Background: an optimization exercise with open tools, aiming at small area and few clock cycles. Do not read the settings as production practice.
At most, simulation tests tie the RTL to the original design; equivalence was not proved.
Power figures rest on the tool's default switching activity, not on a simulated workload.

## sat_bcp_top
module sat_bcp_top (
    input  wire logic        clk,
    input  wire logic        rst_n,
    input  wire logic        cmd_req,
    input  wire logic [41:0] cmd,
    output logic             cmd_ack,
    output logic             res_req,
    output logic [9:0]       res,
    input  wire logic        res_ack
);
==> module sat_bcp_top, before the edit <==
module sat_bcp_top (
    input  wire logic        clk,
    input  wire logic        rst_n,
    input  wire logic        cmd_req,
    input  wire logic [41:0] cmd,
    output logic             cmd_ack,
    output logic             res_req,
    output logic [9:0]       res,
    input  wire logic        res_ack
);
    localparam logic [1:0] ST_SAT   = 2'd0;
    localparam logic [1:0] ST_CONF  = 2'd1;
    localparam logic [1:0] ST_UNIT  = 2'd2;
    localparam logic [1:0] ST_UNRES = 2'd3;
    localparam logic [2:0] S_IDLE = 3'd0;
    localparam logic [2:0] S_LIT1 = 3'd1;
    localparam logic [2:0] S_LIT2 = 3'd2;
    localparam logic [2:0] S_LIT3 = 3'd3;
    localparam logic [2:0] S_RDY  = 3'd4;
    logic req_meta, req_sync, ack_meta, ack_sync;
    always_ff @(posedge clk) begin
        if (rst_n) begin
            req_meta <= 1'b0;
            req_sync <= 1'b0;
            ack_meta <= 1'b0;
            ack_sync <= 1'b0;
        end else begin
            req_meta <= cmd_req;
            req_sync <= req_meta;
            ack_meta <= res_ack;
            ack_sync <= ack_meta;
        end
    end
    logic [2:0] step;
    logic [7:0] lit_p;
    logic [7:0] lit_x;
    logic [7:0] lit_y;
    localparam int NGRP = 43;
    localparam logic [4:0] ALLU = 5'b01000;
    logic [NGRP*5-1:0] tbl;
    logic [6:0] pa;
    logic [5:0] grp;
    logic [1:0] pos;
    logic [4:0] gc;
    logic       uu;
    logic [2:0] gd;
    logic [2:0] gv;
    logic       pz;
    logic       rd_def;
    logic       rd_val;
    logic       pu;
    logic       pt;
    assign pa = lit_p[7] ? (~lit_p[6:0] + 7'd1) : lit_p[6:0];
    assign pz = (lit_p == 8'd0);
    always_comb begin
        if (pa[1:0] != 2'd3) begin
            grp = {1'b0, pa[6:2]};
            pos = pa[1:0];
        end else if (pa[3:2] != 2'd3) begin
            grp = 6'd32 + 6'(pa[6:4]);
            pos = pa[3:2];
        end else if (pa[5:4] != 2'd3) begin
            grp = 6'd40 + 6'(pa[6]);
            pos = pa[5:4];
        end else begin
            grp = 6'd42;
            pos = {1'b0, pa[6]};
        end
    end
    logic [NGRP-1:0] gsel;
    always_comb begin
        for (int g = 0; g < NGRP; g++) begin
            gsel[g] = (grp == 6'(g));
        end
    end
    logic [7:0] glo;
    logic [7:0] ghi;
    logic [4:0] gcol [6];
    assign glo = 8'd1 << grp[2:0];
    assign ghi = 8'd1 << grp[5:3];
    always_comb begin
        gc = '0;
        for (int j = 0; j < 6; j++) begin
            gcol[j] = '0;
            for (int i = 0; i < 8; i++) begin
                if (j*8+i < NGRP) begin
                    gcol[j] = gcol[j] | (tbl[(j*8+i)*5 +: 5] & {5{glo[i]}});
                end
            end
            gc = gc | (gcol[j] & {5{ghi[j]}});
        end
    end
    assign uu    = !gc[4] && gc[3];
    assign gd[0] = !uu && (gc[2] || !gc[1]);
    assign gv[0] = gc[0];
    assign gd[1] = !uu && (gc[2] || gc[1]);
    assign gv[1] = gc[2] ? gc[1] : gc[0];
    assign gd[2] = gc[4] || (gc[3] && gc[1]);
    assign gv[2] = gc[4] ? gc[3] : gc[0];
    assign rd_def = pz || gd[pos];
    assign rd_val = !pz && gv[pos];
    assign pu = !rd_def;
    assign pt = rd_def && (rd_val ^ lit_p[7]);
    logic [2:0] nd;
    logic [2:0] nv;
    logic [2:0] pc;
    logic [4:0] wcode;
    always_comb begin
        nd = gd;
        nv = gv;
        nd[pos] = 1'b1;
        nv[pos] = !lit_p[7];
        if (nd[0] && nd[1]) begin
            pc = {1'b1, nv[1], nv[0]};
        end else if (nd[0]) begin
            pc = {2'b00, nv[0]};
        end else begin
            pc = {2'b01, nv[1]};
        end
        if (nd[2] && (nd[0] || nd[1])) begin
            wcode = {1'b1, nv[2], pc};
        end else if (nd[2]) begin
            wcode = {4'b0101, nv[2]};
        end else begin
            wcode = {2'b00, pc};
        end
    end
    function automatic logic [9:0] upd(input logic [9:0] r, input logic u,
                                       input logic t, input logic [7:0] l);
        logic [9:0] n;
        n = r;
        if (r[9:8] != ST_SAT) begin
            if (t) begin
                n = {ST_SAT, 8'd0};
            end else if (u) begin
                if (r[9:8] == ST_CONF) begin
                    n = {ST_UNIT, l};
                end else if (r[9:8] == ST_UNIT) begin
                    n = {ST_UNRES, 8'd0};
                end
            end
        end
        upd = n;
    endfunction
    logic waiting;
    logic is_eval;
    logic res_free;
    logic cap;
    logic wr;
    logic clr;
    logic busy;
    assign busy     = (step == S_LIT1) || (step == S_LIT2) || (step == S_LIT3);
    assign waiting  = req_sync && !cmd_ack;
    assign is_eval  = (cmd[41:40] == 2'd2);
    assign res_free = (step == S_IDLE) && (!res_req || ack_sync);
    assign cap      = waiting && (is_eval ? res_free : !busy);
    assign wr       = cap && (cmd[41:40] == 2'd0);
    assign clr      = rst_n || (cap && (cmd[41:40] == 2'd1));
    always_ff @(posedge clk) begin
        if (rst_n) begin
            cmd_ack <= 1'b0;
            res_req <= 1'b0;
            step    <= S_IDLE;
        end else begin
            if (cap) begin
                cmd_ack <= 1'b1;
            end else if (!req_sync) begin
                cmd_ack <= 1'b0;
            end
            if (res_req && ack_sync) begin
                res_req <= 1'b0;
            end
            case (step)
                S_IDLE: begin
                    if (cap && is_eval) begin
                        step <= S_LIT1;
                    end
                end
                S_LIT1: step <= S_LIT2;
                S_LIT2: step <= S_LIT3;
                default: begin
                    if (!ack_sync) begin
                        res_req <= 1'b1;
                        step    <= S_IDLE;
                    end else begin
                        step    <= S_RDY;
                    end
                end
            endcase
        end
    end
    always_ff @(posedge clk) begin
        if ((cap && is_eval) || busy) begin
            res <= upd(cap ? {ST_CONF, 8'd0} : res, pu, pt, lit_p);
        end
    end
    always_ff @(posedge clk) begin
        if (cap) begin
            lit_p <= cmd[41] ? cmd[15:8] : cmd[39:32];
        end else if (step == S_LIT1 || step == S_LIT2) begin
            lit_p <= lit_x;
        end else begin
            lit_p <= cmd[41] ? cmd[7:0] : cmd[39:32];
        end
        lit_x <= cap ? cmd[23:16] : lit_y;
        lit_y <= cmd[31:24];
    end
    logic [4:0] wcode_q;
    logic       wr_q;
    logic [4:0] wbus;
    always_ff @(posedge clk) begin
        wcode_q <= wcode;
        wr_q    <= wr && !rst_n;
    end
    assign wbus = clr ? ALLU : wcode_q;
    always_ff @(posedge clk) begin
        for (int g = 0; g < NGRP; g++) begin
            if (clr || (wr_q && gsel[g])) begin
                tbl[g*5 +: 5] <= wbus;
            end
        end
    end
endmodule
Settings: LEC_CHECK=0, ABC_AREA=1, CAP_MARGIN=20, CORE_MARGIN=2, CORE_UTILIZATION=40, CTS_BUF_LIST=sky130_fd_sc_hd__clkbuf_4 sky130_fd_sc_hd__clkbuf_8, SLEW_MARGIN=20; clock period 5.0 ns.
run.sh (not shown) runs the stock make flow with config.mk's settings and CLKGATE_MAP_FILE= SYNTH_SCRIPT=/design/flow/synth_recipe.tcl, a recipe that flattens the netlist after the stock synthesis.
Testbench counts at the start, summed over its fixed seeds: cycles 96,000.
Next try:
--- a/flow/design.v
+++ b/flow/design.v
@@ -116,19 +116,8 @@
         end
     end
-    logic [7:0] glo;
-    logic [7:0] ghi;
-    logic [4:0] gcol [6];
-    assign glo = 8'd1 << grp[2:0];
-    assign ghi = 8'd1 << grp[5:3];
     always_comb begin
         gc = '0;
-        for (int j = 0; j < 6; j++) begin
-            gcol[j] = '0;
-            for (int i = 0; i < 8; i++) begin
-                if (j*8+i < NGRP) begin
-                    gcol[j] = gcol[j] | (tbl[(j*8+i)*5 +: 5] & {5{glo[i]}});
-                end
-            end
-            gc = gc | (gcol[j] & {5{ghi[j]}});
+        for (int g = 0; g < NGRP; g++) begin
+            gc = gc | (tbl[g*5 +: 5] & {5{gsel[g]}});
         end
     end
The new run finished with timing, DRC and antenna clean.
Critical path depth is lower by 2.
Design area came out higher by 2.8%.
Worst hold slack is better by 0.0033 ns.
Register-to-register slack loses 0.06 ns.
Setup slack gets worse by 0.062 ns.
Via count climbs by 9.0%.
Area after synthesis is higher by 3.5%.
Testbench counts after the change, summed over its fixed seeds: cycles 96,000.

========
The RTL this note starts from:
==> flow/design.v <==
`default_nettype none
package sat_pkg;
    localparam int LIT_W   = 8;
    localparam int VAR_W   = LIT_W - 1;
    localparam int VAR_MAX = 128;
    localparam int CLA_LEN = 4;
    typedef logic signed [LIT_W-1:0] lit_t;
    typedef lit_t [CLA_LEN-1:0] cla_t;
    typedef enum logic [1:0] {
        UNDEFINED = 2'd0,
        TRUE      = 2'd1,
        FALSE     = 2'd2
    } lit_state_t;
    typedef lit_state_t [CLA_LEN-1:0] state_vec_t;
    typedef enum logic [1:0] {
        CMD_ASSIGN = 2'd0,
        CMD_CLEAR  = 2'd1,
        CMD_EVAL   = 2'd2
    } cmd_op_t;
    typedef struct packed {
        cmd_op_t op;
        lit_t    lit;
        cla_t    cla;
    } bcp_cmd_t;
    typedef enum logic [1:0] {
        SAT        = 2'd0,
        CONFLICT   = 2'd1,
        UNIT       = 2'd2,
        UNRESOLVED = 2'd3
    } cla_status_t;
    typedef struct packed {
        cla_status_t status;
        lit_t        lit;
    } bcp_result_t;
    function automatic logic [VAR_W-1:0] lit_var(input logic [LIT_W-1:0] lit);
        logic [LIT_W-1:0] mag;
        mag = lit[LIT_W-1] ? (~lit + 1'b1) : lit;
        lit_var = mag[VAR_W-1:0];
    endfunction
endpackage
`default_nettype wire
`default_nettype none
module sat_bcp_top (
    input  wire logic        clk,
    input  wire logic        rst_n,
    input  wire logic        cmd_req,
    input  wire logic [41:0] cmd,
    output logic             cmd_ack,
    output logic             res_req,
    output logic [9:0]       res,
    input  wire logic        res_ack
);
    localparam logic [1:0] ST_SAT   = 2'd0;
    localparam logic [1:0] ST_CONF  = 2'd1;
    localparam logic [1:0] ST_UNIT  = 2'd2;
    localparam logic [1:0] ST_UNRES = 2'd3;
    localparam logic [1:0] S_IDLE = 2'd0;
    localparam logic [1:0] S_LIT2 = 2'd1;
    localparam logic [1:0] S_LIT3 = 2'd2;
    localparam logic [1:0] S_RDY  = 2'd3;
    logic req_meta, req_sync, ack_meta, ack_sync;
    always_ff @(posedge clk) begin
        if (rst_n) begin
            req_meta <= 1'b0;
            req_sync <= 1'b0;
            ack_meta <= 1'b0;
            ack_sync <= 1'b0;
        end else begin
            req_meta <= cmd_req;
            req_sync <= req_meta;
            ack_meta <= res_ack;
            ack_sync <= ack_meta;
        end
    end
    logic [1:0] step;
    logic [7:0] lit_p;
    logic [7:0] lit_x;
    logic       spec_u;
    logic       spec_t;
    logic       wr_q;
    logic       waiting;
    logic       busy;
    logic [7:0] pl;
    localparam int NGRP = 43;
    localparam logic [4:0] ALLU = 5'b01000;
    logic [NGRP*5-1:0] tbl;
    logic [6:0] pa;
    logic [5:0] grp;
    logic [1:0] pos;
    logic [4:0] gc;
    logic       uu;
    logic [2:0] gd;
    logic [2:0] gv;
    logic       pz;
    logic       rd_def;
    logic       rd_val;
    logic       pu;
    logic       pt;
    assign busy    = (step == S_LIT2) || (step == S_LIT3);
    assign waiting = req_sync && !cmd_ack;
    assign pl      = (waiting || busy || wr_q) ? lit_p : cmd[7:0];
    assign pa = pl[7] ? (~pl[6:0] + 7'd1) : pl[6:0];
    assign pz = (pl == 8'd0);
    always_comb begin
        if (pa[1:0] != 2'd3) begin
            grp = {1'b0, pa[6:2]};
            pos = pa[1:0];
        end else if (pa[3:2] != 2'd3) begin
            grp = 6'd32 + 6'(pa[6:4]);
            pos = pa[3:2];
        end else if (pa[5:4] != 2'd3) begin
            grp = 6'd40 + 6'(pa[6]);
            pos = pa[5:4];
        end else begin
            grp = 6'd42;
            pos = {1'b0, pa[6]};
        end
    end
    logic [NGRP-1:0] gsel;
    always_comb begin
        for (int g = 0; g < NGRP; g++) begin
            gsel[g] = (grp == 6'(g));
        end
    end
    logic [7:0] glo;
    logic [7:0] ghi;
    logic [4:0] gcol [6];
    assign glo = 8'd1 << grp[2:0];
    assign ghi = 8'd1 << grp[5:3];
    always_comb begin
        gc = '0;
        for (int j = 0; j < 6; j++) begin
            gcol[j] = '0;
            for (int i = 0; i < 8; i++) begin
                if (j*8+i < NGRP) begin
                    gcol[j] = gcol[j] | (tbl[(j*8+i)*5 +: 5] & {5{glo[i]}});
                end
            end
            gc = gc | (gcol[j] & {5{ghi[j]}});
        end
    end
    assign uu    = !gc[4] && gc[3];
    assign gd[0] = !uu && (gc[2] || !gc[1]);
    assign gv[0] = gc[0];
    assign gd[1] = !uu && (gc[2] || gc[1]);
    assign gv[1] = gc[2] ? gc[1] : gc[0];
    assign gd[2] = gc[4] || (gc[3] && gc[1]);
    assign gv[2] = gc[4] ? gc[3] : gc[0];
    assign rd_def = pz || gd[pos];
    assign rd_val = !pz && gv[pos];
    assign pu = !rd_def;
    assign pt = rd_def && (rd_val ^ pl[7]);
    logic [2:0] nd;
    logic [2:0] nv;
    logic [2:0] pc;
    logic [4:0] wcode;
    always_comb begin
        nd = gd;
        nv = gv;
        nd[pos] = 1'b1;
        nv[pos] = !pl[7];
        if (nd[0] && nd[1]) begin
            pc = {1'b1, nv[1], nv[0]};
        end else if (nd[0]) begin
            pc = {2'b00, nv[0]};
        end else begin
            pc = {2'b01, nv[1]};
        end
        if (nd[2] && (nd[0] || nd[1])) begin
            wcode = {1'b1, nv[2], pc};
        end else if (nd[2]) begin
            wcode = {4'b0101, nv[2]};
        end else begin
            wcode = {2'b00, pc};
        end
    end
    function automatic logic [9:0] upd(input logic [9:0] r, input logic u,
                                       input logic t, input logic [7:0] l);
        logic [9:0] n;
        n = r;
        if (r[9:8] != ST_SAT) begin
            if (t) begin
                n = {ST_SAT, 8'd0};
            end else if (u) begin
                if (r[9:8] == ST_CONF) begin
                    n = {ST_UNIT, l};
                end else if (r[9:8] == ST_UNIT) begin
                    n = {ST_UNRES, 8'd0};
                end
            end
        end
        upd = n;
    endfunction
    logic is_eval;
    logic res_free;
    logic cap;
    logic wr;
    logic clr;
    assign is_eval  = (cmd[41:40] == 2'd2);
    assign res_free = (step == S_IDLE) && (!res_req || ack_sync);
    assign cap      = waiting && (is_eval ? res_free : !busy);
    assign wr       = cap && (cmd[41:40] == 2'd0);
    assign clr      = rst_n || (cap && (cmd[41:40] == 2'd1));
    always_ff @(posedge clk) begin
        if (rst_n) begin
            cmd_ack <= 1'b0;
            res_req <= 1'b0;
            step    <= S_IDLE;
        end else begin
            if (cap) begin
                cmd_ack <= 1'b1;
            end else if (!req_sync) begin
                cmd_ack <= 1'b0;
            end
            if (res_req && ack_sync) begin
                res_req <= 1'b0;
            end
            case (step)
                S_IDLE: begin
                    if (cap && is_eval) begin
                        step <= S_LIT2;
                    end
                end
                S_LIT2: step <= S_LIT3;
                default: begin
                    if (!ack_sync) begin
                        res_req <= 1'b1;
                        step    <= S_IDLE;
                    end else begin
                        step    <= S_RDY;
                    end
                end
            endcase
        end
    end
    always_ff @(posedge clk) begin
        if (cap && is_eval) begin
            res <= upd(upd({ST_CONF, 8'd0}, spec_u, spec_t, cmd[7:0]), pu, pt, pl);
        end else if (busy) begin
            res <= upd(res, pu, pt, pl);
        end
    end
    always_ff @(posedge clk) begin
        if (!waiting && !busy && !wr_q) begin
            spec_u <= pu;
            spec_t <= pt;
        end
    end
    always_ff @(posedge clk) begin
        if (cap) begin
            lit_p <= cmd[41] ? cmd[23:16] : cmd[39:32];
        end else if (step == S_LIT2) begin
            lit_p <= lit_x;
        end else begin
            lit_p <= cmd[41] ? cmd[15:8] : cmd[39:32];
        end
        lit_x <= cmd[31:24];
    end
    logic [4:0] wcode_q;
    logic [4:0] wbus;
    always_ff @(posedge clk) begin
        wcode_q <= wcode;
        wr_q    <= wr && !rst_n;
    end
    assign wbus = clr ? ALLU : wcode_q;
    always_ff @(posedge clk) begin
        for (int g = 0; g < NGRP; g++) begin
            if (clr || (wr_q && gsel[g])) begin
                tbl[g*5 +: 5] <= wbus;
            end
        end
    end
endmodule
`default_nettype wire
Settings: LEC_CHECK=0, ABC_AREA=1, CAP_MARGIN=20, CORE_MARGIN=2, CORE_UTILIZATION=55, CTS_BUF_LIST=sky130_fd_sc_hd__clkbuf_4 sky130_fd_sc_hd__clkbuf_8, SLEW_MARGIN=20; clock period 5.0 ns.
standard.sh (not shown) runs the stock make flow with config.mk's settings and CLKGATE_MAP_FILE= SYNTH_SCRIPT=/design/flow/synth_recipe.tcl, a recipe that flattens the netlist after the stock synthesis.
==> flow/flow/run.sh <==
#!/bin/bash
# The standard ORFS layout (the standard.sh, standard synthesis unchanged), with:
#  - port buffers of the smallest buffer cell,
#  - a clock tree with larger sink clusters, clkbuf_8 buffers and no dummy loads.
# Each step's full output is in orfs/logs; standard.sh's own output is in run_standard.log.
set -euo pipefail
export BUFFER_PORTS_ARGS="-buffer_cell sky130_fd_sc_hd__buf_1"
export CTS_ARGS="-sink_clustering_enable -sink_clustering_size 16 -sink_clustering_max_diameter 60 -repair_clock_nets -dont_use_dummy_load -buf_list {sky130_fd_sc_hd__clkbuf_8}"
bash standard.sh > run_standard.log 2>&1
Edit:
--- a/flow/design.v
+++ b/flow/design.v
@@ -52,14 +52,15 @@
 );
     localparam logic [1:0] ST_SAT   = 2'd0;
     localparam logic [1:0] ST_CONF  = 2'd1;
     localparam logic [1:0] ST_UNIT  = 2'd2;
     localparam logic [1:0] ST_UNRES = 2'd3;
-    localparam logic [1:0] S_IDLE = 2'd0;
-    localparam logic [1:0] S_LIT2 = 2'd1;
-    localparam logic [1:0] S_LIT3 = 2'd2;
-    localparam logic [1:0] S_RDY  = 2'd3;
+    localparam logic [2:0] S_IDLE = 3'd0;
+    localparam logic [2:0] S_LIT1 = 3'd1;
+    localparam logic [2:0] S_LIT2 = 3'd2;
+    localparam logic [2:0] S_LIT3 = 3'd3;
+    localparam logic [2:0] S_RDY  = 3'd4;
     logic req_meta, req_sync, ack_meta, ack_sync;
     always_ff @(posedge clk) begin
         if (rst_n) begin
             req_meta <= 1'b0;
             req_sync <= 1'b0;
@@ -70,19 +71,14 @@
             req_sync <= req_meta;
             ack_meta <= res_ack;
             ack_sync <= ack_meta;
         end
     end
-    logic [1:0] step;
+    logic [2:0] step;
     logic [7:0] lit_p;
     logic [7:0] lit_x;
-    logic       spec_u;
-    logic       spec_t;
-    logic       wr_q;
-    logic       waiting;
-    logic       busy;
-    logic [7:0] pl;
+    logic [7:0] lit_y;
     localparam int NGRP = 43;
     localparam logic [4:0] ALLU = 5'b01000;
     logic [NGRP*5-1:0] tbl;
     logic [6:0] pa;
     logic [5:0] grp;
@@ -94,15 +90,12 @@
     logic       pz;
     logic       rd_def;
     logic       rd_val;
     logic       pu;
     logic       pt;
-    assign busy    = (step == S_LIT2) || (step == S_LIT3);
-    assign waiting = req_sync && !cmd_ack;
-    assign pl      = (waiting || busy || wr_q) ? lit_p : cmd[7:0];
-    assign pa = pl[7] ? (~pl[6:0] + 7'd1) : pl[6:0];
-    assign pz = (pl == 8'd0);
+    assign pa = lit_p[7] ? (~lit_p[6:0] + 7'd1) : lit_p[6:0];
+    assign pz = (lit_p == 8'd0);
     always_comb begin
         if (pa[1:0] != 2'd3) begin
             grp = {1'b0, pa[6:2]};
             pos = pa[1:0];
         end else if (pa[3:2] != 2'd3) begin
@@ -147,20 +140,20 @@
     assign gd[2] = gc[4] || (gc[3] && gc[1]);
     assign gv[2] = gc[4] ? gc[3] : gc[0];
     assign rd_def = pz || gd[pos];
     assign rd_val = !pz && gv[pos];
     assign pu = !rd_def;
-    assign pt = rd_def && (rd_val ^ pl[7]);
+    assign pt = rd_def && (rd_val ^ lit_p[7]);
     logic [2:0] nd;
     logic [2:0] nv;
     logic [2:0] pc;
     logic [4:0] wcode;
     always_comb begin
         nd = gd;
         nv = gv;
         nd[pos] = 1'b1;
-        nv[pos] = !pl[7];
+        nv[pos] = !lit_p[7];
         if (nd[0] && nd[1]) begin
             pc = {1'b1, nv[1], nv[0]};
         end else if (nd[0]) begin
             pc = {2'b00, nv[0]};
         end else begin
@@ -189,15 +182,19 @@
                 end
             end
         end
         upd = n;
     endfunction
+    logic waiting;
     logic is_eval;
     logic res_free;
     logic cap;
     logic wr;
     logic clr;
+    logic busy;
+    assign busy     = (step == S_LIT1) || (step == S_LIT2) || (step == S_LIT3);
+    assign waiting  = req_sync && !cmd_ack;
     assign is_eval  = (cmd[41:40] == 2'd2);
     assign res_free = (step == S_IDLE) && (!res_req || ack_sync);
     assign cap      = waiting && (is_eval ? res_free : !busy);
     assign wr       = cap && (cmd[41:40] == 2'd0);
     assign clr      = rst_n || (cap && (cmd[41:40] == 2'd1));
@@ -216,13 +213,14 @@
                 res_req <= 1'b0;
             end
             case (step)
                 S_IDLE: begin
                     if (cap && is_eval) begin
-                        step <= S_LIT2;
+                        step <= S_LIT1;
                     end
                 end
+                S_LIT1: step <= S_LIT2;
                 S_LIT2: step <= S_LIT3;
                 default: begin
                     if (!ack_sync) begin
                         res_req <= 1'b1;
                         step    <= S_IDLE;
@@ -232,33 +230,27 @@
                 end
             endcase
         end
     end
     always_ff @(posedge clk) begin
-        if (cap && is_eval) begin
-            res <= upd(upd({ST_CONF, 8'd0}, spec_u, spec_t, cmd[7:0]), pu, pt, pl);
-        end else if (busy) begin
-            res <= upd(res, pu, pt, pl);
-        end
-    end
-    always_ff @(posedge clk) begin
-        if (!waiting && !busy && !wr_q) begin
-            spec_u <= pu;
-            spec_t <= pt;
+        if ((cap && is_eval) || busy) begin
+            res <= upd(cap ? {ST_CONF, 8'd0} : res, pu, pt, lit_p);
         end
     end
     always_ff @(posedge clk) begin
         if (cap) begin
-            lit_p <= cmd[41] ? cmd[23:16] : cmd[39:32];
-        end else if (step == S_LIT2) begin
+            lit_p <= cmd[41] ? cmd[15:8] : cmd[39:32];
+        end else if (step == S_LIT1 || step == S_LIT2) begin
             lit_p <= lit_x;
         end else begin
-            lit_p <= cmd[41] ? cmd[15:8] : cmd[39:32];
-        end
-        lit_x <= cmd[31:24];
+            lit_p <= cmd[41] ? cmd[7:0] : cmd[39:32];
+        end
+        lit_x <= cap ? cmd[23:16] : lit_y;
+        lit_y <= cmd[31:24];
     end
     logic [4:0] wcode_q;
+    logic       wr_q;
     logic [4:0] wbus;
     always_ff @(posedge clk) begin
         wcode_q <= wcode;
         wr_q    <= wr && !rst_n;
     end
The changed run completed without violations.
Worst hold slack loses 0.0060 ns.
Clock-buffer cell count grows by 1.
Design area shrinks by a few percent.
Synthesized area shrinks slightly.
Core utilization shrinks by 2.1 points.
Global-route usage shrinks by 1.4 points.
Critical path depth shrinks by 4.
Wire length shrinks by a little under a tenth.
Die area shrinks slightly.
Non-clock buffer count shrinks by 49.
Via count shrinks by a few percent.
Setup slack gains 0.31 ns.
Power grows slightly.
Cell count shrinks by a few percent.
Testbench counts after the change, summed over its fixed seeds: cycles 96,000.
No functional check of the RTL was part of the first run of this note.

-- port drivers added, routing unchanged --
Ports are ideal in the flow. The routed layouts listed here were re-timed in OpenROAD.
Step 1: set_driving_cell puts a clkbuf_16 on clk and a buf_2 on each other input, an assumption about the parent block.
Step 2 times the ports against the registers' clock, not the clock port: input delays grow and output delays shrink by t, the midpoint of the rising clock arrivals with the driver on.
a / b / c = ideal ports / drivers / drivers and shift; a / b = the first two.
run	t (ns)	setup WS [ns]	worst data-port slew with drivers (ns)	cell pins on the clock port's net
the first run of note 1	0.599	0.611 / 0.611 / 0.611	0.06	1
the second run of note 1	0.611	0.549 / 0.549 / 0.549	0.04	1
the first run of note 2	0.572	0.326 / 0.326 / 0.083	0.04	1
the second run of note 2	0.562	0.640 / 0.640 / 0.640	0.04	1
After both steps every run listed still meets setup and hold. The setup slack of the first run of note 2, which loses most, moves by 0.000 ns with the drivers and by -0.243 ns with both steps.
